From an optimization exercise on the open Yosys and OpenROAD flow, aimed at small area, a short achievable clock period and few clock cycles per item; shortcuts taken in it are not production practice. No run shown here included a check of the RTL's function; only the layout flow was run.

==> flow/design.v (outline; a module is shown in full before it is edited, if it fits) <==
// module quad_disc_root: 1602 lines
module quad_disc_root #(
   parameter int W_IN   = quad_pkg::W_IN_DEF,
   parameter int W_DISC = 2*W_IN + 2,
   parameter int W_ROOT = W_IN + 1
) (
   input  logic                     CLK,
   input  logic                     RST,
   input  logic                     START,
   input  logic signed [W_IN-1:0]   A,
   input  logic signed [W_IN-1:0]   B,
   input  logic signed [W_IN-1:0]   C,
   output logic                     BUSY,
   output logic                     DONE,
   output logic signed [W_DISC-1:0] DISC,
   output logic        [W_ROOT-1:0] SQRT,
   output logic                     EXACT,
   output logic        [1:0]        ST
);
  // ...
==> flow/run.sh <==
#!/bin/bash
# synth_recipe.tcl (not shown) runs the flow's synth.tcl, then flattens the netlist and writes it again
# the make line also repeats each setting of config.mk as NAME=value (left out here)
make -C /OpenROAD-flow-scripts/flow DESIGN_CONFIG=/design/flow/config.mk WORK_HOME=/design/flow/orfs CLKGATE_MAP_FILE= SYNTH_SCRIPT=/design/flow/synth_recipe.tcl finish
==> flow/config.mk <==
export PLATFORM = sky130hd
export DESIGN_NAME = quad_disc_root
export DESIGN_NICKNAME = quad_disc_root
export VERILOG_FILES = /design/flow/design.v
export SDC_FILE = /design/flow/constraint.sdc
export NUM_CORES = 4
export LEC_CHECK = 0
export CAP_MARGIN = 20
export CORE_MARGIN = 2
export CORE_UTILIZATION = 30
export SLEW_MARGIN = 20
==> flow/constraint.sdc <==
create_clock -name core_clock -period 13.5 [get_ports {CLK}]
set_input_delay 2.7000 -clock core_clock [delete_from_list [all_inputs] [get_ports {CLK}]]
set_output_delay 2.7000 -clock core_clock [all_outputs]
set_load 0.01 [all_outputs]
==> notes.md, run 1 <==
crit path max fanout=2; xor/xnor share of the synthesized area=4.88%; die area=0.143 mm²; Worst Path Buf+Inv=1; FMAX=229 MHz; cts repair resizes=0; Worst Setup SP=DISC[26]; n_diodes=0; clk latency of the worst-skew pair=720 ps; DR WL met3=4.49 mm; Clock buf/inv share=7.57%; drt total wl=79.0 mm; worst path required time=10800 ps; worst r2r src=c0[12]; Final Setup Violations=0; fin area=0.0487 mm²; hold path start=d8[4]; most frequent cells in the layout=1030 x dfxtp_1, 439 x inv_1, 300 x nand2_1, 277 x fa_1, 216 x ha_1; Setup crit start kind=flop; status=no timing/DRC/antenna violations; CP Data Arrival Time=1660 ps; row cnt=137; sequential share of the synthesized area=49.2%; mux cell area share after synthesis=3.71%; reg2reg setup slack=9350 ps; Worst-Margin Slew=1050 ps; # H-tree levels=3; critical path's top delay family=buffers and inverters; GRT busiest layer=met2
==> run 2: changes to the inputs <==
--- a/flow/design.v
+++ b/flow/design.v
@@ -931,303 +931,268 @@
    assign css283 = a0[13] & c0[15] ^ ~(a0[14] & c0[14]) ^ a0[15] & c0[13];
    assign csc283 = (a0[13] & c0[15] & ~(a0[14] & c0[14])) | (a0[13] & c0[15] & a0[15] & c0[13]) | (~(a0[14] & c0[14]) & a0[15] & c0[13]);
    wire css284, csc284;
    assign css284 = ~(b0[15] & b0[14]) ^ b0[15] ^ csc232;
    assign csc284 = (~(b0[15] & b0[14]) & b0[15]) | (~(b0[15] & b0[14]) & csc232) | (b0[15] & csc232);
    wire cshs13, cshc13;
    assign cshs13 = a0[14] & c0[15] ^ a0[15] & c0[14];
    assign cshc13 = a0[14] & c0[15] & a0[15] & c0[14];
-   wire cshs14, cshc14;
-   assign cshs14 = ~(a0[0] & c0[0]) ^ b0[0] & b0[1];
-   assign cshc14 = ~(a0[0] & c0[0]) & b0[0] & b0[1];
-   wire css285, csc285;
-   assign css285 = ~(a0[0] & c0[1]) ^ ~(a0[1] & c0[0]) ^ b0[0] & b0[2];
-   assign csc285 = (~(a0[0] & c0[1]) & ~(a0[1] & c0[0])) | (~(a0[0] & c0[1]) & b0[0] & b0[2]) | (~(a0[1] & c0[0]) & b0[0] & b0[2]);
-   wire css286, csc286;
-   assign css286 = b0[2] ^ 1'b1 ^ cshs10;
-   assign csc286 = (b0[2] & 1'b1) | (b0[2] & cshs10) | (1'b1 & cshs10);
-   wire css287, csc287;
-   assign css287 = css164 ^ csc233 ^ css234;
-   assign csc287 = (css164 & csc233) | (css164 & css234) | (csc233 & css234);
-   wire css288, csc288;
-   assign css288 = csc234 ^ cshc12 ^ css235;
-   assign csc288 = (csc234 & cshc12) | (csc234 & css235) | (cshc12 & css235);
-   wire css289, csc289;
-   assign css289 = csc235 ^ csc236 ^ css237;
-   assign csc289 = (csc235 & csc236) | (csc235 & css237) | (csc236 & css237);
-   wire css290, csc290;
-   assign css290 = csc237 ^ csc238 ^ css239;
-   assign csc290 = (csc237 & csc238) | (csc237 & css239) | (csc238 & css239);
-   wire css291, csc291;
-   assign css291 = csc239 ^ csc240 ^ css241;
-   assign csc291 = (csc239 & csc240) | (csc239 & css241) | (csc240 & css241);
-   wire css292, csc292;
-   assign css292 = csc241 ^ csc242 ^ css243;
-   assign csc292 = (csc241 & csc242) | (csc241 & css243) | (csc242 & css243);
-   wire css293, csc293;
-   assign css293 = csc243 ^ csc244 ^ css245;
-   assign csc293 = (csc243 & csc244) | (csc243 & css245) | (csc244 & css245);
-   wire css294, csc294;
-   assign css294 = csc245 ^ csc246 ^ css247;
-   assign csc294 = (csc245 & csc246) | (csc245 & css247) | (csc246 & css247);
-   wire css295, csc295;
-   assign css295 = csc247 ^ csc248 ^ css249;
-   assign csc295 = (csc247 & csc248) | (csc247 & css249) | (csc248 & css249);
-   wire css296, csc296;
-   assign css296 = csc249 ^ csc250 ^ css251;
-   assign csc296 = (csc249 & csc250) | (csc249 & css251) | (csc250 & css251);
-   wire css297, csc297;
-   assign css297 = csc251 ^ csc252 ^ css253;
-   assign csc297 = (csc251 & csc252) | (csc251 & css253) | (csc252 & css253);
-   wire css298, csc298;
-   assign css298 = csc253 ^ csc254 ^ css255;
-   assign csc298 = (csc253 & csc254) | (csc253 & css255) | (csc254 & css255);
-   wire css299, csc299;
-   assign css299 = csc255 ^ csc256 ^ css257;
-   assign csc299 = (csc255 & csc256) | (csc255 & css257) | (csc256 & css257);
-   wire css300, csc300;
-   assign css300 = csc257 ^ csc258 ^ css259;
-   assign csc300 = (csc257 & csc258) | (csc257 & css259) | (csc258 & css259);
-   wire css301, csc301;
-   assign css301 = csc259 ^ csc260 ^ css261;
-   assign csc301 = (csc259 & csc260) | (csc259 & css261) | (csc260 & css261);
-   wire css302, csc302;
-   assign css302 = csc261 ^ csc262 ^ css263;
-   assign csc302 = (csc261 & csc262) | (csc261 & css263) | (csc262 & css263);
-   wire css303, csc303;
-   assign css303 = csc263 ^ csc264 ^ css265;
-   assign csc303 = (csc263 & csc264) | (csc263 & css265) | (csc264 & css265);
-   wire css304, csc304;
-   assign css304 = csc265 ^ csc266 ^ css267;
-   assign csc304 = (csc265 & csc266) | (csc265 & css267) | (csc266 & css267);
-   wire css305, csc305;
-   assign css305 = csc267 ^ csc268 ^ css269;
-   assign csc305 = (csc267 & csc268) | (csc267 & css269) | (csc268 & css269);
-   wire css306, csc306;
-   assign css306 = csc269 ^ csc270 ^ css271;
-   assign csc306 = (csc269 & csc270) | (csc269 & css271) | (csc270 & css271);
-   wire css307, csc307;
-   assign css307 = csc271 ^ csc272 ^ css273;
-   assign csc307 = (csc271 & csc272) | (csc271 & css273) | (csc272 & css273);
-   wire css308, csc308;
-   assign css308 = csc273 ^ csc274 ^ css275;
-   assign csc308 = (csc273 & csc274) | (csc273 & css275) | (csc274 & css275);
-   wire css309, csc309;
-   assign css309 = csc275 ^ csc276 ^ css277;
-   assign csc309 = (csc275 & csc276) | (csc275 & css277) | (csc276 & css277);
-   wire css310, csc310;
-   assign css310 = csc277 ^ csc278 ^ css279;
-   assign csc310 = (csc277 & csc278) | (csc277 & css279) | (csc278 & css279);
-   wire css311, csc311;
-   assign css311 = csc279 ^ csc280 ^ css281;
-   assign csc311 = (csc279 & csc280) | (csc279 & css281) | (csc280 & css281);
-   wire css312, csc312;
-   assign css312 = csc281 ^ csc282 ^ css283;
-   assign csc312 = (csc281 & csc282) | (csc281 & css283) | (csc282 & css283);
-   wire css313, csc313;
-   assign css313 = 1'b1 ^ csc283 ^ csc284;
-   assign csc313 = (1'b1 & csc283) | (1'b1 & csc284) | (csc283 & csc284);
-   wire cshs15, cshc15;
-   assign cshs15 = ~(a0[15] & c0[15]) ^ 1'b1;
-   assign cshc15 = ~(a0[15] & c0[15]) & 1'b1;
    logic        v1, z1;
    logic q1_0_0;
    logic q1_2_0;
    logic q1_2_1;
    logic q1_2_2;
+   logic q1_2_3;
    logic q1_3_0;
    logic q1_3_1;
    logic q1_3_2;
+   logic q1_3_3;
    logic q1_4_0;
    logic q1_4_1;
    logic q1_4_2;
+   logic q1_4_3;
    logic q1_5_0;
    logic q1_5_1;
    logic q1_5_2;
+   logic q1_5_3;
    logic q1_6_0;
    logic q1_6_1;
    logic q1_6_2;
+   logic q1_6_3;
    logic q1_7_0;
    logic q1_7_1;
    logic q1_7_2;
+   logic q1_7_3;
    logic q1_8_0;
    logic q1_8_1;
    logic q1_8_2;
+   logic q1_8_3;
    logic q1_9_0;
    logic q1_9_1;
    logic q1_9_2;
+   logic q1_9_3;
    logic q1_10_0;
    logic q1_10_1;
    logic q1_10_2;
+   logic q1_10_3;
    logic q1_11_0;
    logic q1_11_1;
    logic q1_11_2;
+   logic q1_11_3;
    logic q1_12_0;
    logic q1_12_1;
    logic q1_12_2;
+   logic q1_12_3;
    logic q1_13_0;
    logic q1_13_1;
    logic q1_13_2;
+   logic q1_13_3;
    logic q1_14_0;
    logic q1_14_1;
    logic q1_14_2;
+   logic q1_14_3;
    logic q1_15_0;
    logic q1_15_1;
    logic q1_15_2;
+   logic q1_15_3;
    logic q1_16_0;
    logic q1_16_1;
    logic q1_16_2;
+   logic q1_16_3;
    logic q1_17_0;
    logic q1_17_1;
    logic q1_17_2;
+   logic q1_17_3;
    logic q1_18_0;
    logic q1_18_1;
    logic q1_18_2;
+   logic q1_18_3;
    logic q1_19_0;
    logic q1_19_1;
    logic q1_19_2;
+   logic q1_19_3;
    logic q1_20_0;
    logic q1_20_1;
    logic q1_20_2;
+   logic q1_20_3;
    logic q1_21_0;
    logic q1_21_1;
    logic q1_21_2;
+   logic q1_21_3;
    logic q1_22_0;
    logic q1_22_1;
    logic q1_22_2;
+   logic q1_22_3;
    logic q1_23_0;
    logic q1_23_1;
    logic q1_23_2;
+   logic q1_23_3;
    logic q1_24_0;
    logic q1_24_1;
    logic q1_24_2;
+   logic q1_24_3;
    logic q1_25_0;
    logic q1_25_1;
    logic q1_25_2;
+   logic q1_25_3;
    logic q1_26_0;
    logic q1_26_1;
    logic q1_26_2;
+   logic q1_26_3;
    logic q1_27_0;
    logic q1_27_1;
    logic q1_27_2;
+   logic q1_27_3;
    logic q1_28_0;
    logic q1_28_1;
    logic q1_28_2;
+   logic q1_28_3;
    logic q1_29_0;
    logic q1_29_1;
    logic q1_29_2;
+   logic q1_29_3;
    logic q1_30_0;
    logic q1_30_1;
    logic q1_30_2;
+   logic q1_30_3;
    logic q1_31_0;
    logic q1_31_1;
    logic q1_31_2;
+   logic q1_31_3;
    logic q1_32_0;
    logic q1_32_1;
    logic q1_32_2;
-   logic q1_33_0;
    always_ff @(posedge CLK) begin
       v1 <= v0 & ~RST;
       z1 <= (a0 == 16'd0);
       q1_0_0 <= b0[0];
-      q1_2_0 <= b0[1];
-      q1_2_1 <= 1'b1;
-      q1_2_2 <= cshs14;
-      q1_3_0 <= 1'b1;
-      q1_3_1 <= cshc14;
-      q1_3_2 <= css285;
-      q1_4_0 <= css233;
-      q1_4_1 <= csc285;
-      q1_4_2 <= css286;
-      q1_5_0 <= cshs12;
-      q1_5_1 <= csc286;
-      q1_5_2 <= css287;
-      q1_6_0 <= css236;
-      q1_6_1 <= csc287;
-      q1_6_2 <= css288;
-      q1_7_0 <= css238;
-      q1_7_1 <= csc288;
-      q1_7_2 <= css289;
-      q1_8_0 <= css240;
-      q1_8_1 <= csc289;
-      q1_8_2 <= css290;
-      q1_9_0 <= css242;
-      q1_9_1 <= csc290;
-      q1_9_2 <= css291;
-      q1_10_0 <= css244;
-      q1_10_1 <= csc291;
-      q1_10_2 <= css292;
-      q1_11_0 <= css246;
-      q1_11_1 <= csc292;
-      q1_11_2 <= css293;
-      q1_12_0 <= css248;
-      q1_12_1 <= csc293;
-      q1_12_2 <= css294;
-      q1_13_0 <= css250;
-      q1_13_1 <= csc294;
-      q1_13_2 <= css295;
-      q1_14_0 <= css252;
-      q1_14_1 <= csc295;
-      q1_14_2 <= css296;
-      q1_15_0 <= css254;
-      q1_15_1 <= csc296;
-      q1_15_2 <= css297;
-      q1_16_0 <= css256;
-      q1_16_1 <= csc297;
-      q1_16_2 <= css298;
-      q1_17_0 <= css258;
-      q1_17_1 <= csc298;
-      q1_17_2 <= css299;
-      q1_18_0 <= css260;
-      q1_18_1 <= csc299;
-      q1_18_2 <= css300;
-      q1_19_0 <= css262;
-      q1_19_1 <= csc300;
-      q1_19_2 <= css301;
-      q1_20_0 <= css264;
-      q1_20_1 <= csc301;
-      q1_20_2 <= css302;
-      q1_21_0 <= css266;
-      q1_21_1 <= csc302;
-      q1_21_2 <= css303;
-      q1_22_0 <= css268;
-      q1_22_1 <= csc303;
-      q1_22_2 <= css304;
-      q1_23_0 <= css270;
-      q1_23_1 <= csc304;
-      q1_23_2 <= css305;
-      q1_24_0 <= css272;
-      q1_24_1 <= csc305;
-      q1_24_2 <= css306;
-      q1_25_0 <= css274;
-      q1_25_1 <= csc306;
-      q1_25_2 <= css307;
-      q1_26_0 <= css276;
-      q1_26_1 <= csc307;
-      q1_26_2 <= css308;
-      q1_27_0 <= css278;
-      q1_27_1 <= csc308;
-      q1_27_2 <= css309;
-      q1_28_0 <= css280;
-      q1_28_1 <= csc309;
-      q1_28_2 <= css310;
-      q1_29_0 <= css282;
-      q1_29_1 <= csc310;
-      q1_29_2 <= css311;
-      q1_30_0 <= css284;
-      q1_30_1 <= csc311;
-      q1_30_2 <= css312;
-      q1_31_0 <= cshs13;
-      q1_31_1 <= csc312;
-      q1_31_2 <= css313;
-      q1_32_0 <= cshc13;
-      q1_32_1 <= csc313;
-      q1_32_2 <= cshs15;
-      q1_33_0 <= cshc15;
+      q1_2_0 <= ~(a0[0] & c0[0]);
+      q1_2_1 <= b0[0] & b0[1];
+      q1_2_2 <= b0[1];
+      q1_2_3 <= 1'b1;
+      q1_3_0 <= ~(a0[0] & c0[1]);
+      q1_3_1 <= ~(a0[1] & c0[0]);
+      q1_3_2 <= b0[0] & b0[2];
+      q1_3_3 <= 1'b1;
+      q1_4_0 <= b0[2];
+      q1_4_1 <= 1'b1;
+      q1_4_2 <= cshs10;
+      q1_4_3 <= css233;
+      q1_5_0 <= css164;
+      q1_5_1 <= csc233;
+      q1_5_2 <= css234;
+      q1_5_3 <= cshs12;
+      q1_6_0 <= csc234;
+      q1_6_1 <= cshc12;
+      q1_6_2 <= css235;
+      q1_6_3 <= css236;
+      q1_7_0 <= csc235;
+      q1_7_1 <= csc236;
+      q1_7_2 <= css237;
+      q1_7_3 <= css238;
+      q1_8_0 <= csc237;
+      q1_8_1 <= csc238;
+      q1_8_2 <= css239;
+      q1_8_3 <= css240;
+      q1_9_0 <= csc239;
+      q1_9_1 <= csc240;
+      q1_9_2 <= css241;
+      q1_9_3 <= css242;
+      q1_10_0 <= csc241;
+      q1_10_1 <= csc242;
+      q1_10_2 <= css243;
+      q1_10_3 <= css244;
+      q1_11_0 <= csc243;
+      q1_11_1 <= csc244;
+      q1_11_2 <= css245;
+      q1_11_3 <= css246;
+      q1_12_0 <= csc245;
+      q1_12_1 <= csc246;
+      q1_12_2 <= css247;
+      q1_12_3 <= css248;
+      q1_13_0 <= csc247;
+      q1_13_1 <= csc248;
+      q1_13_2 <= css249;
+      q1_13_3 <= css250;
+      q1_14_0 <= csc249;
+      q1_14_1 <= csc250;
+      q1_14_2 <= css251;
+      q1_14_3 <= css252;
+      q1_15_0 <= csc251;
+      q1_15_1 <= csc252;
+      q1_15_2 <= css253;
+      q1_15_3 <= css254;
+      q1_16_0 <= csc253;
+      q1_16_1 <= csc254;
+      q1_16_2 <= css255;
+      q1_16_3 <= css256;
+      q1_17_0 <= csc255;
+      q1_17_1 <= csc256;
+      q1_17_2 <= css257;
+      q1_17_3 <= css258;
+      q1_18_0 <= csc257;
+      q1_18_1 <= csc258;
+      q1_18_2 <= css259;
+      q1_18_3 <= css260;
+      q1_19_0 <= csc259;
+      q1_19_1 <= csc260;
+      q1_19_2 <= css261;
+      q1_19_3 <= css262;
+      q1_20_0 <= csc261;
+      q1_20_1 <= csc262;
+      q1_20_2 <= css263;
+      q1_20_3 <= css264;
+      q1_21_0 <= csc263;
+      q1_21_1 <= csc264;
+      q1_21_2 <= css265;
+      q1_21_3 <= css266;
+      q1_22_0 <= csc265;
+      q1_22_1 <= csc266;
+      q1_22_2 <= css267;
+      q1_22_3 <= css268;
+      q1_23_0 <= csc267;
+      q1_23_1 <= csc268;
+      q1_23_2 <= css269;
+      q1_23_3 <= css270;
+      q1_24_0 <= csc269;
+      q1_24_1 <= csc270;
+      q1_24_2 <= css271;
+      q1_24_3 <= css272;
+      q1_25_0 <= csc271;
+      q1_25_1 <= csc272;
+      q1_25_2 <= css273;
+      q1_25_3 <= css274;
+      q1_26_0 <= csc273;
+      q1_26_1 <= csc274;
+      q1_26_2 <= css275;
+      q1_26_3 <= css276;
+      q1_27_0 <= csc275;
+      q1_27_1 <= csc276;
+      q1_27_2 <= css277;
+      q1_27_3 <= css278;
+      q1_28_0 <= csc277;
+      q1_28_1 <= csc278;
+      q1_28_2 <= css279;
+      q1_28_3 <= css280;
+      q1_29_0 <= csc279;
+      q1_29_1 <= csc280;
+      q1_29_2 <= css281;
+      q1_29_3 <= css282;
+      q1_30_0 <= csc281;
+      q1_30_1 <= csc282;
+      q1_30_2 <= css283;
+      q1_30_3 <= css284;
+      q1_31_0 <= 1'b1;
+      q1_31_1 <= csc283;
+      q1_31_2 <= csc284;
+      q1_31_3 <= cshs13;
+      q1_32_0 <= ~(a0[15] & c0[15]);
+      q1_32_1 <= 1'b1;
+      q1_32_2 <= cshc13;
    end
    wire cths0, cthc0;
    assign cths0 = q1_2_0 ^ q1_2_1;
    assign cthc0 = q1_2_0 & q1_2_1;
    wire cts0, ctc0;
    assign cts0 = q1_3_0 ^ q1_3_1 ^ q1_3_2;
    assign ctc0 = (q1_3_0 & q1_3_1) | (q1_3_0 & q1_3_2) | (q1_3_1 & q1_3_2);
    wire cts1, ctc1;
@@ -1309,309 +1274,413 @@
    assign cts26 = q1_29_0 ^ q1_29_1 ^ q1_29_2;
    assign ctc26 = (q1_29_0 & q1_29_1) | (q1_29_0 & q1_29_2) | (q1_29_1 & q1_29_2);
    wire cts27, ctc27;
    assign cts27 = q1_30_0 ^ q1_30_1 ^ q1_30_2;
    assign ctc27 = (q1_30_0 & q1_30_1) | (q1_30_0 & q1_30_2) | (q1_30_1 & q1_30_2);
    wire cts28, ctc28;
    assign cts28 = q1_31_0 ^ q1_31_1 ^ q1_31_2;
    assign ctc28 = (q1_31_0 & q1_31_1) | (q1_31_0 & q1_31_2) | (q1_31_1 & q1_31_2);
+   wire cths1, cthc1;
+   assign cths1 = q1_32_0 ^ q1_32_1;
+   assign cthc1 = q1_32_0 & q1_32_1;
+   wire cths2, cthc2;
+   assign cths2 = q1_2_2 ^ q1_2_3;
+   assign cthc2 = q1_2_2 & q1_2_3;
    wire cts29, ctc29;
-   assign cts29 = q1_32_0 ^ q1_32_1 ^ q1_32_2;
-   assign ctc29 = (q1_32_0 & q1_32_1) | (q1_32_0 & q1_32_2) | (q1_32_1 & q1_32_2);
+   assign cts29 = q1_3_3 ^ cthc0 ^ cts0;
+   assign ctc29 = (q1_3_3 & cthc0) | (q1_3_3 & cts0) | (cthc0 & cts0);
+   wire cts30, ctc30;
+   assign cts30 = q1_4_3 ^ ctc0 ^ cts1;
+   assign ctc30 = (q1_4_3 & ctc0) | (q1_4_3 & cts1) | (ctc0 & cts1);
+   wire cts31, ctc31;
+   assign cts31 = q1_5_3 ^ ctc1 ^ cts2;
+   assign ctc31 = (q1_5_3 & ctc1) | (q1_5_3 & cts2) | (ctc1 & cts2);
+   wire cts32, ctc32;
+   assign cts32 = q1_6_3 ^ ctc2 ^ cts3;
+   assign ctc32 = (q1_6_3 & ctc2) | (q1_6_3 & cts3) | (ctc2 & cts3);
+   wire cts33, ctc33;
+   assign cts33 = q1_7_3 ^ ctc3 ^ cts4;
+   assign ctc33 = (q1_7_3 & ctc3) | (q1_7_3 & cts4) | (ctc3 & cts4);
+   wire cts34, ctc34;
+   assign cts34 = q1_8_3 ^ ctc4 ^ cts5;
+   assign ctc34 = (q1_8_3 & ctc4) | (q1_8_3 & cts5) | (ctc4 & cts5);
+   wire cts35, ctc35;
+   assign cts35 = q1_9_3 ^ ctc5 ^ cts6;
+   assign ctc35 = (q1_9_3 & ctc5) | (q1_9_3 & cts6) | (ctc5 & cts6);
+   wire cts36, ctc36;
+   assign cts36 = q1_10_3 ^ ctc6 ^ cts7;
+   assign ctc36 = (q1_10_3 & ctc6) | (q1_10_3 & cts7) | (ctc6 & cts7);
+   wire cts37, ctc37;
+   assign cts37 = q1_11_3 ^ ctc7 ^ cts8;
+   assign ctc37 = (q1_11_3 & ctc7) | (q1_11_3 & cts8) | (ctc7 & cts8);
+   wire cts38, ctc38;
+   assign cts38 = q1_12_3 ^ ctc8 ^ cts9;
+   assign ctc38 = (q1_12_3 & ctc8) | (q1_12_3 & cts9) | (ctc8 & cts9);
+   wire cts39, ctc39;
+   assign cts39 = q1_13_3 ^ ctc9 ^ cts10;
+   assign ctc39 = (q1_13_3 & ctc9) | (q1_13_3 & cts10) | (ctc9 & cts10);
+   wire cts40, ctc40;
+   assign cts40 = q1_14_3 ^ ctc10 ^ cts11;
+   assign ctc40 = (q1_14_3 & ctc10) | (q1_14_3 & cts11) | (ctc10 & cts11);
+   wire cts41, ctc41;
+   assign cts41 = q1_15_3 ^ ctc11 ^ cts12;
+   assign ctc41 = (q1_15_3 & ctc11) | (q1_15_3 & cts12) | (ctc11 & cts12);
+   wire cts42, ctc42;
+   assign cts42 = q1_16_3 ^ ctc12 ^ cts13;
+   assign ctc42 = (q1_16_3 & ctc12) | (q1_16_3 & cts13) | (ctc12 & cts13);
+   wire cts43, ctc43;
+   assign cts43 = q1_17_3 ^ ctc13 ^ cts14;
+   assign ctc43 = (q1_17_3 & ctc13) | (q1_17_3 & cts14) | (ctc13 & cts14);
+   wire cts44, ctc44;
+   assign cts44 = q1_18_3 ^ ctc14 ^ cts15;
+   assign ctc44 = (q1_18_3 & ctc14) | (q1_18_3 & cts15) | (ctc14 & cts15);
+   wire cts45, ctc45;
+   assign cts45 = q1_19_3 ^ ctc15 ^ cts16;
+   assign ctc45 = (q1_19_3 & ctc15) | (q1_19_3 & cts16) | (ctc15 & cts16);
+   wire cts46, ctc46;
+   assign cts46 = q1_20_3 ^ ctc16 ^ cts17;
+   assign ctc46 = (q1_20_3 & ctc16) | (q1_20_3 & cts17) | (ctc16 & cts17);
+   wire cts47, ctc47;
+   assign cts47 = q1_21_3 ^ ctc17 ^ cts18;
+   assign ctc47 = (q1_21_3 & ctc17) | (q1_21_3 & cts18) | (ctc17 & cts18);
+   wire cts48, ctc48;
+   assign cts48 = q1_22_3 ^ ctc18 ^ cts19;
+   assign ctc48 = (q1_22_3 & ctc18) | (q1_22_3 & cts19) | (ctc18 & cts19);
+   wire cts49, ctc49;
+   assign cts49 = q1_23_3 ^ ctc19 ^ cts20;
+   assign ctc49 = (q1_23_3 & ctc19) | (q1_23_3 & cts20) | (ctc19 & cts20);
+   wire cts50, ctc50;
+   assign cts50 = q1_24_3 ^ ctc20 ^ cts21;
+   assign ctc50 = (q1_24_3 & ctc20) | (q1_24_3 & cts21) | (ctc20 & cts21);
+   wire cts51, ctc51;
+   assign cts51 = q1_25_3 ^ ctc21 ^ cts22;
+   assign ctc51 = (q1_25_3 & ctc21) | (q1_25_3 & cts22) | (ctc21 & cts22);
+   wire cts52, ctc52;
+   assign cts52 = q1_26_3 ^ ctc22 ^ cts23;
+   assign ctc52 = (q1_26_3 & ctc22) | (q1_26_3 & cts23) | (ctc22 & cts23);
+   wire cts53, ctc53;
+   assign cts53 = q1_27_3 ^ ctc23 ^ cts24;
+   assign ctc53 = (q1_27_3 & ctc23) | (q1_27_3 & cts24) | (ctc23 & cts24);
+   wire cts54, ctc54;
+   assign cts54 = q1_28_3 ^ ctc24 ^ cts25;
+   assign ctc54 = (q1_28_3 & ctc24) | (q1_28_3 & cts25) | (ctc24 & cts25);
+   wire cts55, ctc55;
+   assign cts55 = q1_29_3 ^ ctc25 ^ cts26;
+   assign ctc55 = (q1_29_3 & ctc25) | (q1_29_3 & cts26) | (ctc25 & cts26);
+   wire cts56, ctc56;
+   assign cts56 = q1_30_3 ^ ctc26 ^ cts27;
+   assign ctc56 = (q1_30_3 & ctc26) | (q1_30_3 & cts27) | (ctc26 & cts27);
+   wire cts57, ctc57;
+   assign cts57 = q1_31_3 ^ ctc27 ^ cts28;
+   assign ctc57 = (q1_31_3 & ctc27) | (q1_31_3 & cts28) | (ctc27 & cts28);
+   wire cts58, ctc58;
+   assign cts58 = q1_32_2 ^ ctc28 ^ cths1;
+   assign ctc58 = (q1_32_2 & ctc28) | (q1_32_2 & cths1) | (ctc28 & cths1);
    logic [33:0] x1, y1, d1;
-   assign x1 = {q1_33_0, ctc28, ctc27, ctc26, ctc25, ctc24, ctc23, ctc22, ctc21, ctc20, ctc19, ctc18, ctc17, ctc16, ctc15, ctc14, ctc13, ctc12, ctc11, ctc10, ctc9, ctc8, ctc7, ctc6, ctc5, ctc4, ctc3, ctc2, ctc1, ctc0, cthc0, q1_2_2, 1'b0, q1_0_0};
-   assign y1 = {ctc29, cts29, cts28, cts27, cts26, cts25, cts24, cts23, cts22, cts21, cts20, cts19, cts18, cts17, cts16, cts15, cts14, cts13, cts12, cts11, cts10, cts9, cts8, cts7, cts6, cts5, cts4, cts3, cts2, cts1, cts0, cths0, 1'b0, 1'b0};
+   assign x1 = {cthc1, ctc57, ctc56, ctc55, ctc54, ctc53, ctc52, ctc51, ctc50, ctc49, ctc48, ctc47, ctc46, ctc45, ctc44, ctc43, ctc42, ctc41, ctc40, ctc39, ctc38, ctc37, ctc36, ctc35, ctc34, ctc33, ctc32, ctc31, ctc30, ctc29, cthc2, cths0, 1'b0, q1_0_0};
+   assign y1 = {ctc58, cts58, cts57, cts56, cts55, cts54, cts53, cts52, cts51, cts50, cts49, cts48, cts47, cts46, cts45, cts44, cts43, cts42, cts41, cts40, cts39, cts38, cts37, cts36, cts35, cts34, cts33, cts32, cts31, cts30, cts29, cths2, 1'b0, 1'b0};
    assign d1 = x1 + y1;
-   logic [3:0] t2_0;
-   logic [0:0] r2_0;
-   logic [1:0] m2_0;
-   assign t2_0 = 4'(d1[33:32]) - 4'(2'b01);
-   assign r2_0 = ~t2_0[3];
-   assign m2_0 = t2_0[3] ? 2'(d1[33:32]) : t2_0[1:0];
-   logic        v2, z2;
+   logic        v2;
+   logic        z2;
    logic [33:0] d2;
-   logic [0:0] r2;
-   logic [1:0] m2;
    always_ff @(posedge CLK) begin
       v2 <= v1 & ~RST;
       z2 <= z1;
       d2 <= d1;
-      r2 <= r2_0;
-      m2 <= m2_0;
    end
-   logic [4:0] t3_0;
-   logic [1:0] r3_0;
-   logic [2:0] m3_0;
-   assign t3_0 = 5'({m2, d2[31:30]}) - 5'({r2, 2'b01});
-   assign r3_0 = {r2, ~t3_0[4]};
-   assign m3_0 = t3_0[4] ? 3'({m2, d2[31:30]}) : t3_0[2:0];
-   logic [5:0] t3_1;
-   logic [2:0] r3_1;
-   logic [3:0] m3_1;
-   assign t3_1 = 6'({m3_0, d2[29:28]}) - 6'({r3_0, 2'b01});
-   assign r3_1 = {r3_0, ~t3_1[5]};
-   assign m3_1 = t3_1[5] ? 4'({m3_0, d2[29:28]}) : t3_1[3:0];
-   logic        v3, z3;
+   logic [3:0] t3_0;
+   logic [0:0] r3_0;
+   logic [1:0] m3_0;
+   assign t3_0 = 4'(d2[33:32]) - 4'(2'b01);
+   assign r3_0 = ~t3_0[3];
+   assign m3_0 = t3_0[3] ? 2'(d2[33:32]) : t3_0[1:0];
+   logic [4:0] t3_1;
+   logic [1:0] r3_1;
+   logic [2:0] m3_1;
+   assign t3_1 = 5'({m3_0, d2[31:30]}) - 5'({r3_0, 2'b01});
+   assign r3_1 = {r3_0, ~t3_1[4]};
+   assign m3_1 = t3_1[4] ? 3'({m3_0, d2[31:30]}) : t3_1[2:0];
+   logic [5:0] t3_2;
+   logic [2:0] r3_2;
+   logic [3:0] m3_2;
+   assign t3_2 = 6'({m3_1, d2[29:28]}) - 6'({r3_1, 2'b01});
+   assign r3_2 = {r3_1, ~t3_2[5]};
+   assign m3_2 = t3_2[5] ? 4'({m3_1, d2[29:28]}) : t3_2[3:0];
+   logic [1:0] c3_n;
+   always_comb begin
+      if (z2)               c3_n = quad_pkg::ST_DEGEN;
+      else if (d2[33])      c3_n = quad_pkg::ST_NONE;
+      else if (d2 == 34'd0) c3_n = quad_pkg::ST_DOUBLE;
+      else                     c3_n = quad_pkg::ST_TWO;
+   end
+   logic        v3;
+   logic [1:0]  c3;
    logic [33:0] d3;
    logic [2:0] r3;
    logic [3:0] m3;
    always_ff @(posedge CLK) begin
       v3 <= v2 & ~RST;
-      z3 <= z2;
+      c3 <= c3_n;
       d3 <= d2;
-      r3 <= r3_1;
-      m3 <= m3_1;
+      r3 <= r3_2;
+      m3 <= m3_2;
    end
    logic [6:0] t4_0;
    logic [3:0] r4_0;
    logic [4:0] m4_0;
    assign t4_0 = 7'({m3, d3[27:26]}) - 7'({r3, 2'b01});
    assign r4_0 = {r3, ~t4_0[6]};
    assign m4_0 = t4_0[6] ? 5'({m3, d3[27:26]}) : t4_0[4:0];
    logic [7:0] t4_1;
    logic [4:0] r4_1;
    logic [5:0] m4_1;
    assign t4_1 = 8'({m4_0, d3[25:24]}) - 8'({r4_0, 2'b01});
    assign r4_1 = {r4_0, ~t4_1[7]};
    assign m4_1 = t4_1[7] ? 6'({m4_0, d3[25:24]}) : t4_1[5:0];
-   logic        v4, z4;
+   logic        v4;
+   logic [1:0]  c4;
    logic [33:0] d4;
    logic [4:0] r4;
    logic [5:0] m4;
    always_ff @(posedge CLK) begin
       v4 <= v3 & ~RST;
-      z4 <= z3;
+      c4 <= c3;
       d4 <= d3;
       r4 <= r4_1;
       m4 <= m4_1;
    end
    logic [8:0] t5_0;
    logic [5:0] r5_0;
    logic [6:0] m5_0;
    assign t5_0 = 9'({m4, d4[23:22]}) - 9'({r4, 2'b01});
    assign r5_0 = {r4, ~t5_0[8]};
    assign m5_0 = t5_0[8] ? 7'({m4, d4[23:22]}) : t5_0[6:0];
-   logic        v5, z5;
+   logic        v5;
+   logic [1:0]  c5;
    logic [33:0] d5;
    logic [5:0] r5;
    logic [6:0] m5;
    always_ff @(posedge CLK) begin
       v5 <= v4 & ~RST;
-      z5 <= z4;
+      c5 <= c4;
       d5 <= d4;
       r5 <= r5_0;
       m5 <= m5_0;
    end
    logic [9:0] t6_0;
    logic [6:0] r6_0;
    logic [7:0] m6_0;
    assign t6_0 = 10'({m5, d5[21:20]}) - 10'({r5, 2'b01});
    assign r6_0 = {r5, ~t6_0[9]};
    assign m6_0 = t6_0[9] ? 8'({m5, d5[21:20]}) : t6_0[7:0];
-   logic        v6, z6;
+   logic        v6;
+   logic [1:0]  c6;
    logic [33:0] d6;
    logic [6:0] r6;
    logic [7:0] m6;
    always_ff @(posedge CLK) begin
       v6 <= v5 & ~RST;
-      z6 <= z5;
+      c6 <= c5;
       d6 <= d5;
       r6 <= r6_0;
       m6 <= m6_0;
    end
    logic [10:0] t7_0;
    logic [7:0] r7_0;
    logic [8:0] m7_0;
    assign t7_0 = 11'({m6, d6[19:18]}) - 11'({r6, 2'b01});
    assign r7_0 = {r6, ~t7_0[10]};
    assign m7_0 = t7_0[10] ? 9'({m6, d6[19:18]}) : t7_0[8:0];
-   logic        v7, z7;
+   logic        v7;
+   logic [1:0]  c7;
    logic [33:0] d7;
    logic [7:0] r7;
    logic [8:0] m7;
    always_ff @(posedge CLK) begin
       v7 <= v6 & ~RST;
-      z7 <= z6;
+      c7 <= c6;
       d7 <= d6;
       r7 <= r7_0;
       m7 <= m7_0;
    end
    logic [11:0] t8_0;
    logic [8:0] r8_0;
    logic [9:0] m8_0;
    assign t8_0 = 12'({m7, d7[17:16]}) - 12'({r7, 2'b01});
    assign r8_0 = {r7, ~t8_0[11]};
    assign m8_0 = t8_0[11] ? 10'({m7, d7[17:16]}) : t8_0[9:0];
-   logic        v8, z8;
+   logic        v8;
+   logic [1:0]  c8;
    logic [33:0] d8;
    logic [8:0] r8;
    logic [9:0] m8;
    always_ff @(posedge CLK) begin
       v8 <= v7 & ~RST;
-      z8 <= z7;
+      c8 <= c7;
       d8 <= d7;
       r8 <= r8_0;
       m8 <= m8_0;
    end
    logic [12:0] t9_0;
    logic [9:0] r9_0;
    logic [10:0] m9_0;
    assign t9_0 = 13'({m8, d8[15:14]}) - 13'({r8, 2'b01});
    assign r9_0 = {r8, ~t9_0[12]};
    assign m9_0 = t9_0[12] ? 11'({m8, d8[15:14]}) : t9_0[10:0];
-   logic        v9, z9;
+   logic        v9;
+   logic [1:0]  c9;
    logic [33:0] d9;
    logic [9:0] r9;
    logic [10:0] m9;
    always_ff @(posedge CLK) begin
       v9 <= v8 & ~RST;
-      z9 <= z8;
+      c9 <= c8;
       d9 <= d8;
       r9 <= r9_0;
       m9 <= m9_0;
    end
    logic [13:0] t10_0;
    logic [10:0] r10_0;
    logic [11:0] m10_0;
    assign t10_0 = 14'({m9, d9[13:12]}) - 14'({r9, 2'b01});
    assign r10_0 = {r9, ~t10_0[13]};
    assign m10_0 = t10_0[13] ? 12'({m9, d9[13:12]}) : t10_0[11:0];
-   logic        v10, z10;
+   logic        v10;
+   logic [1:0]  c10;
    logic [33:0] d10;
    logic [10:0] r10;
    logic [11:0] m10;
    always_ff @(posedge CLK) begin
       v10 <= v9 & ~RST;
-      z10 <= z9;
+      c10 <= c9;
       d10 <= d9;
       r10 <= r10_0;
       m10 <= m10_0;
    end
    logic [14:0] t11_0;
    logic [11:0] r11_0;
    logic [12:0] m11_0;
    assign t11_0 = 15'({m10, d10[11:10]}) - 15'({r10, 2'b01});
    assign r11_0 = {r10, ~t11_0[14]};
    assign m11_0 = t11_0[14] ? 13'({m10, d10[11:10]}) : t11_0[12:0];
-   logic        v11, z11;
+   logic        v11;
+   logic [1:0]  c11;
    logic [33:0] d11;
    logic [11:0] r11;
    logic [12:0] m11;
    always_ff @(posedge CLK) begin
       v11 <= v10 & ~RST;
-      z11 <= z10;
+      c11 <= c10;
       d11 <= d10;
       r11 <= r11_0;
       m11 <= m11_0;
    end
    logic [15:0] t12_0;
    logic [12:0] r12_0;
    logic [13:0] m12_0;
    assign t12_0 = 16'({m11, d11[9:8]}) - 16'({r11, 2'b01});
    assign r12_0 = {r11, ~t12_0[15]};
    assign m12_0 = t12_0[15] ? 14'({m11, d11[9:8]}) : t12_0[13:0];
-   logic        v12, z12;
+   logic        v12;
+   logic [1:0]  c12;
    logic [33:0] d12;
    logic [12:0] r12;
    logic [13:0] m12;
    always_ff @(posedge CLK) begin
       v12 <= v11 & ~RST;
-      z12 <= z11;
+      c12 <= c11;
       d12 <= d11;
       r12 <= r12_0;
       m12 <= m12_0;
    end
    logic [16:0] t13_0;
    logic [13:0] r13_0;
    logic [14:0] m13_0;
    assign t13_0 = 17'({m12, d12[7:6]}) - 17'({r12, 2'b01});
    assign r13_0 = {r12, ~t13_0[16]};
    assign m13_0 = t13_0[16] ? 15'({m12, d12[7:6]}) : t13_0[14:0];
-   logic        v13, z13;
+   logic        v13;
+   logic [1:0]  c13;
    logic [33:0] d13;
    logic [13:0] r13;
    logic [14:0] m13;
    always_ff @(posedge CLK) begin
       v13 <= v12 & ~RST;
-      z13 <= z12;
+      c13 <= c12;
       d13 <= d12;
       r13 <= r13_0;
       m13 <= m13_0;
    end
    logic [17:0] t14_0;
    logic [14:0] r14_0;
    logic [15:0] m14_0;
    assign t14_0 = 18'({m13, d13[5:4]}) - 18'({r13, 2'b01});
    assign r14_0 = {r13, ~t14_0[17]};
    assign m14_0 = t14_0[17] ? 16'({m13, d13[5:4]}) : t14_0[15:0];
-   logic        v14, z14;
+   logic        v14;
+   logic [1:0]  c14;
    logic [33:0] d14;
    logic [14:0] r14;
    logic [15:0] m14;
    always_ff @(posedge CLK) begin
       v14 <= v13 & ~RST;
-      z14 <= z13;
+      c14 <= c13;
       d14 <= d13;
       r14 <= r14_0;
       m14 <= m14_0;
    end
    logic [18:0] t15_0;
    logic [15:0] r15_0;
    logic [16:0] m15_0;
    assign t15_0 = 19'({m14, d14[3:2]}) - 19'({r14, 2'b01});
    assign r15_0 = {r14, ~t15_0[18]};
    assign m15_0 = t15_0[18] ? 17'({m14, d14[3:2]}) : t15_0[16:0];
-   logic        v15, z15;
+   logic        v15;
+   logic [1:0]  c15;
    logic [33:0] d15;
    logic [15:0] r15;
    logic [16:0] m15;
    always_ff @(posedge CLK) begin
       v15 <= v14 & ~RST;
-      z15 <= z14;
+      c15 <= c14;
       d15 <= d14;
       r15 <= r15_0;
       m15 <= m15_0;
    end
    logic [19:0] t16_0;
    logic [16:0] r16_0;
    logic [17:0] m16_0;
    assign t16_0 = 20'({m15, d15[1:0]}) - 20'({r15, 2'b01});
    assign r16_0 = {r15, ~t16_0[19]};
    assign m16_0 = t16_0[19] ? 18'({m15, d15[1:0]}) : t16_0[17:0];
-   logic        v16, z16;
+   logic        v16;
+   logic [1:0]  c16;
    logic [33:0] d16;
    logic [16:0] r16;
    logic [17:0] m16;
    always_ff @(posedge CLK) begin
       v16 <= v15 & ~RST;
-      z16 <= z15;
+      c16 <= c15;
       d16 <= d15;
       r16 <= r16_0;
       m16 <= m16_0;
    end
-   logic [1:0] st_n;
-   always_comb begin
-      if (z16)               st_n = quad_pkg::ST_DEGEN;
-      else if (d16[33])      st_n = quad_pkg::ST_NONE;
-      else if (d16 == 34'd0) st_n = quad_pkg::ST_DOUBLE;
-      else                   st_n = quad_pkg::ST_TWO;
-   end
    always_ff @(posedge CLK) begin
       if (RST) begin
          DONE  <= 1'b0;
          DISC  <= '0;
          SQRT  <= '0;
          EXACT <= 1'b0;
          ST    <= quad_pkg::ST_NONE;
       end else begin
          DONE <= v16;
          if (v16) begin
             DISC  <= d16;
-            SQRT  <= (st_n == quad_pkg::ST_TWO) ? r16 : 17'd0;
-            EXACT <= (st_n == quad_pkg::ST_DOUBLE) ||
-                     (st_n == quad_pkg::ST_TWO && m16 == 18'd0);
-            ST    <= st_n;
+            SQRT  <= (c16 == quad_pkg::ST_TWO) ? r16 : 17'd0;
+            EXACT <= (c16 == quad_pkg::ST_DOUBLE) ||
+                     (c16 == quad_pkg::ST_TWO && m16 == 18'd0);
+            ST    <= c16;
          end
       end
    end
    assign BUSY = 1'b0;
 endmodule
==> flow/flow/run.sh (new file) <==
#!/bin/bash
# Layout: the standard flow (standard.sh: ORFS synthesis through finish)
# with one change: the buffers that ORFS puts on every input and output port
# are sky130_fd_sc_hd__buf_2 instead of the delay cell buffer_ports picks by
# default, so the ports' own buffers do not slow the input and output paths.
set -o pipefail
export BUFFER_PORTS_ARGS="-buffer_cell sky130_fd_sc_hd__buf_2"
bash standard.sh > standard.log 2>&1
==> flow/standard.sh (new file) <==
#!/bin/bash
# synth_recipe.tcl (not shown) runs the flow's synth.tcl, then flattens the netlist and writes it again
# the make line also repeats each setting of config.mk as NAME=value (left out here)
make -C /OpenROAD-flow-scripts/flow DESIGN_CONFIG=/design/flow/config.mk WORK_HOME=/design/flow/orfs CLKGATE_MAP_FILE= SYNTH_SCRIPT=/design/flow/synth_recipe.tcl "${@:-finish}"
removed: flow/run.sh
==> notes.md, run 2 <==
clock transition at the registers of the reported paths=60 ps; period utilization=29.6%; GR Util All Layers=11.8%; register area=0.0214 mm²; Yosys cell types=83; nets=4626; fin area=0.0495 mm² (+1.6%); Yosys top cell area share=49.6%; Synth Register Bits=1069; setup total negative slack=0 ps; Worst Skew=47.8 ps; unrepaired setup endpoints after global routing=no; Hold Buf Count CTS=0; Ports=107; die span in y=383 µm; Synth area leaders=dfxtp_1 50%, fa_1 13%, ha_1 6.2%; clk root buf=clkbuf_16; vias per std cell=4.32; sequential share of the synthesized area=49.6% (+0.33 points); post-route ant nets=0; clock sinks=1069; row cnt=139 (+1.5%); drt pass-1 iters=6; dpl cells=5880; share of cells above drive strength 1=10.0%; Synth Instances=3957; CP Class=flop to output pin; CP endpoint kind=output pin; Tmin final=4000 ps; Finished Core Util=34.5%; HPWL Detailed=61.8 mm; critical path's top delay family=flip-flops; Setup Fix Bufs, Post-CTS=0; Max Cap Viol=0; cts repair resizes=0 (unchanged); Synth area leader=dfxtp_1; # H-tree levels=3 (unchanged); CTS Buf Count=103; Worst Path Buf+Inv=1 (unchanged); FMAX=250 MHz (+9.2%); Layout fillers=14200; Hold WS=303 ps; most common library cells after synthesis=1069 x dfxtp_1, 528 x inv_1, 330 x nand2_1; crit path max fanout=2 (unchanged); worst path required time=10800 ps (about the same); Starting Density=30.1%; Post-synth top flop=dfxtp_1; cells along the critical path=buf_2; syn_area_per_cell=10.9 µm²; most frequent cells in the layout=1068 x dfxtp_1, 528 x inv_1, 330 x nand2_1, 279 x fa_1, 214 x ha_1; DRC violations left=0; largest net degree at the start of global routing=57; ys async rst share=0%; n_diodes=0 (unchanged); first-pass GRT wire length=140 mm; initial antenna violation count=1; number of synthesized flops with an enable pin=0; slowest stage cell on the critical path=dfxtp_1; CTS max path bufs=3; Setup crit start kind=flop; overflow left after global routing=0; Port Buf Inserts=104; Area Growth Syn to Fin=14.7%; synth warn=1; Max stage delay on crit path=430 ps; vias after detailed routing=26300; footprint of the multi-input gates=0.0194 mm²; cell with the most instances after synthesis=dfxtp_1; slew margin rel.=20.2%; clk latency of the worst-skew pair=700 ps (-20 ps); Worst-Margin Slew=1200 ps (+143 ps); Chip Width=383 µm; Cell Area, Synth=0.0432 mm²; worst min path class=flop to flop; Final Setup Violations=0 (unchanged); Final Slew Violations=0; final hold vios=0; First DRT Iteration DRCs=1383; drt total wl=86.3 mm (+9.2%); vias in the first global route=26900; Final Non-Filler Cells=6072; CTS tree=built; Routed WL per cell=14.2 µm; Routability Congestion=0.867; CORE AREA=0.143 mm²; die area=0.147 mm² (+2.9%); leading cell type in the layout, fill and taps excluded=dfxtp_1; status=no timing/DRC/antenna violations; placed cell area=0.0458 mm²; CP Data Arrival Time=1300 ps (-360 ps)
-- run 2: layer usage --
metal / GRT usage (%) / up-vias / wire length, µm
met5: 0 / - / 0
met4: 4.63 / 0 / 2980
met2: 19.8 / 655 / 40200
met1: 14.9 / 12400 / 38200
met3: 2.38 / 232 / 4920
li1: - / 13000 / -
-- run 2: area by class of cell --
class / count / share of cell area [%]
Sequential cell: 1069 / 43.2
Multi-Input combinational cell: 2257 / 39.2
Clock buffer: 146 / 6.06
Tap cell: 1903 / 4.81
Inverter: 529 / 4.01
Clock inverter: 46 / 1.40
Timing Repair Buffer: 122 / 1.32
-- run 2: through the flow --
stage / worst slack, ps
detailed placement: 9130
global placement: 9170
floorplan: 9690
global route: 9360
CTS: 9430
finish: 9500
-- run 2: final timing paths --
path                               start  endpoint  slack (ps)  cells past startpoint
worst min-delay path               d5[4]     d6[4]         300                      0
worst max-delay path            DISC[13]  DISC[13]        9500                      1
worst min register to register     d5[4]     d6[4]         300                      0
worst max register to register    c0[12]   q1_19_3        9710                      8
-- run 2: cell families after synthesis --
group	count (synthesis)	synth area share, %
fa+ha+maj	511	19.6
xor+xnor	210	4.26
flops	1069	49.6
buf+inv	632	5.56
mux	139	3.55
simple gates	879	9.60
compound gates	516	7.90
other cells	1	0.00869
==> run 3: changes to the inputs <==
--- a/flow/config.mk
+++ b/flow/config.mk
@@ -10,2 +10,4 @@
 export CORE_UTILIZATION = 30
+export CTS_BUF_LIST = sky130_fd_sc_hd__clkbuf_8
+export CTS_CLUSTER_SIZE = 30
 export SLEW_MARGIN = 20
==> notes.md, run 3 <==
die span in y=383 µm (unchanged); reg-to-reg endpoint=d2[28]; DRC violations left=0 (unchanged); Tmin final=4120 ps (+127 ps); worst path required time=10800 ps (about the same); Hold Buf Count CTS=0 (unchanged); cts repair resizes=0 (unchanged); Yosys cell types=83 (unchanged); slew margin rel.=17.8% (-2.4 points); setup total negative slack=0 ps (unchanged); Setup Fix Bufs, Post-CTS=0 (unchanged); period utilization=30.5% (+0.94 points); clk latency of the worst-skew pair=850 ps (+150 ps); worst r2r src=q1_11_0; Max Cap Viol=0 (unchanged); CTS tree=built; vias in the first global route=27500 (+2.1%); Finished Core Util=34.4% (-0.10 points); r2r worst-path depth=12 (+4); vias after detailed routing=26500 (+1.0%); GR Util All Layers=11.9% (+0.12 points); overflow left after global routing=0 (unchanged); vias per std cell=4.30 (-0.63%); Chip Width=383 µm (unchanged); CP Depth=1 (unchanged); Starting Density=30.1% (unchanged); cells along the critical path=buf_2; CTS max path bufs=3 (unchanged); die area=0.147 mm² (unchanged); initial antenna violation count=3 (+2); synth warn=1 (unchanged); first-pass GRT wire length=141 mm (+0.61%); drt pass-1 iters=7 (+1); clock sinks=1069 (unchanged); clk root buf=clkbuf_8; reg2reg setup slack=9700 ps (about the same); Ports=107 (unchanged); status=no timing/DRC/antenna violations; placed cell area=0.0458 mm² (unchanged); hold path start=d8[16]; nets=4686 (+1.3%); Worst Path Buf+Inv=1 (unchanged); Max stage delay on crit path=430 ps (about the same); critical path's top delay family=flip-flops; First DRT Iteration DRCs=1323 (-4.3%); CP Data Arrival Time=1420 ps (+120 ps); CORE AREA=0.143 mm² (unchanged); Post-synth top flop=dfxtp_1; Synth Instances=3957 (unchanged); unrepaired setup endpoints after global routing=no; Worst-Margin Slew=1230 ps (+35.6 ps); final hold vios=0 (unchanged); Hold Path Sink=d9[16]; Yosys top cell area share=49.6% (unchanged); Setup crit start kind=flop; worst min path class=flop to flop; fin area=0.0494 mm² (-0.30%); row cnt=139 (unchanged); drt total wl=86.7 mm (+0.49%); CTS Buf Count=163 (+58%); number of synthesized flops with an enable pin=0 (unchanged); largest net degree at the start of global routing=57 (unchanged); post-route ant nets=0 (unchanged); HPWL Detailed=61.8 mm (unchanged); CP endpoint kind=output pin; most common library cells after synthesis=1069 x dfxtp_1, 528 x inv_1, 330 x nand2_1; clock transition at the registers of the reported paths=70 ps (about the same); ys async rst share=0% (unchanged); crit path max fanout=2 (unchanged); Routed WL per cell=14.0 µm (-1.2%); Synth area leader=dfxtp_1; Synth Register Bits=1069 (unchanged); slowest stage cell on the critical path=dfxtp_1; most frequent cells in the layout=1068 x dfxtp_1, 572 x inv_1, 330 x nand2_1, 279 x fa_1, 214 x ha_1; Cell Area, Synth=0.0432 mm² (unchanged); syn_area_per_cell=10.9 µm² (unchanged); share of cells above drive strength 1=11.5% (+1.5 points); Final Setup Violations=0 (unchanged); leading cell type in the layout, fill and taps excluded=dfxtp_1; CP Class=flop to output pin; FMAX=243 MHz (-3.1%); Synth area leaders=dfxtp_1 50%, fa_1 13%, ha_1 6.2%; # H-tree levels=4 (+1); worst hold path cell count=0 (unchanged); Final Slew Violations=0 (unchanged); Port Buf Inserts=104 (unchanged); cell with the most instances after synthesis=dfxtp_1; sequential share of the synthesized area=49.6% (unchanged); Worst Skew=57.1 ps (+9.39 ps); Area Growth Syn to Fin=14.3%; Routability Congestion=0.867 (unchanged)
run 3: worst max-delay path by stage:
stage	from	endpoint	slack, ps
6_report	DISC[13]	DISC[13]	9380
5_1_grt	DISC[13]	DISC[13]	9270
4_1_cts	DISC[13]	DISC[13]	9250
3_5_place_dp	RST	SQRT[12]	9130
3_3_place_gp	RST	SQRT[14]	9170
2_1_floorplan	RST	EXACT	9690
run 3: area by class of cell:
type | instances | area [µm²]
clock buffers | 203 | 2790
repair buffers | 122 | 656
inverters | 529 | 1990
multi-input cells | 2257 | 19400
diodes | 2 | 5.00
flip-flops and latches | 1069 | 21400
well taps | 1903 | 2380
clock inverters | 89 | 747
fillers | 14300 | 94000
run 3: per-layer routing:
layer / vias to the layer above / global-route usage (%) / wire (µm)
met5: - / 0 / 0
met4: 0 / 5.27 / 2760
met3: 210 / 2.93 / 5420
met2: 733 / 19.7 / 40300
met1: 12500 / 14.7 / 38300
li1: 13100 / - / -
run 3: metrics by stage:
stage | worst slack (ps) | hold slack (ps) | std cells
after floorplan | 9690 | 310 | 3958
after global placement | 9170 | 310 | 5880
after detailed placement | 9130 | 312 | 5880
after CTS | 9250 | 293 | 6172
after global routing | 9270 | 292 | 6174
final | 9380 | 306 | 6174
run 3: cell families (layout without fill, tap and decap cells):
logic type,Yosys count,in the layout,share of synthesized area (%)
muxes,139,139,3.55
adders and majority gates,511,511,19.6
AOI/OAI and AO/OA,516,516,7.90
other,1,4,0.00869
and+or+nand+nor,879,879,9.60
DFF,1069,1069,49.6
xor gates and xnor gates,210,210,4.26
buffers and inverters,632,943,5.56
run 3: worst register-to-register path, cell delays in order (launching register included):
cell	delay, ps
dfxtp_1	310
fa_1	520
inv_1	50
fa_1	500
inv_1	60
ha_1	390
o21ai_0	150
o21a_1	190
nor3_1	400
o21ai_1	200
a31oi_2	300
mux2i_1	110
a2111oi_0	430

## port drivers added, routing unchanged
In the flow no input, the clock included, has a driving cell. The finished layouts below were timed again as built, in two steps.
Step 1, drivers: a clkbuf_16 drives CLK and a buf_2 each remaining input, both assumed.
Step 2, shift: input delay + t, output delay - t, t = (earliest + latest rising clock arrival at the registers) / 2. This alone moves slack from input paths to output paths.
Three values: ideal, step 1, step 2; two values: the first two.
run | t (ns) | slack for setup (ns) | slew at the worst register clock pin (ns)
run 1 | 0.758 | 9.138 / 9.071 / 9.169 | 0.07 / 0.07
run 2 | 0.742 | 9.504 / 9.439 / 9.491 | 0.07 / 0.07
run 3 | 0.883 | 9.377 / 9.313 / 9.502 | 0.08 / 0.08
After both steps setup and hold are still met in every run listed. The setup slack of run 2, which loses most, moves by -0.065 ns with the drivers and by -0.013 ns with both steps.
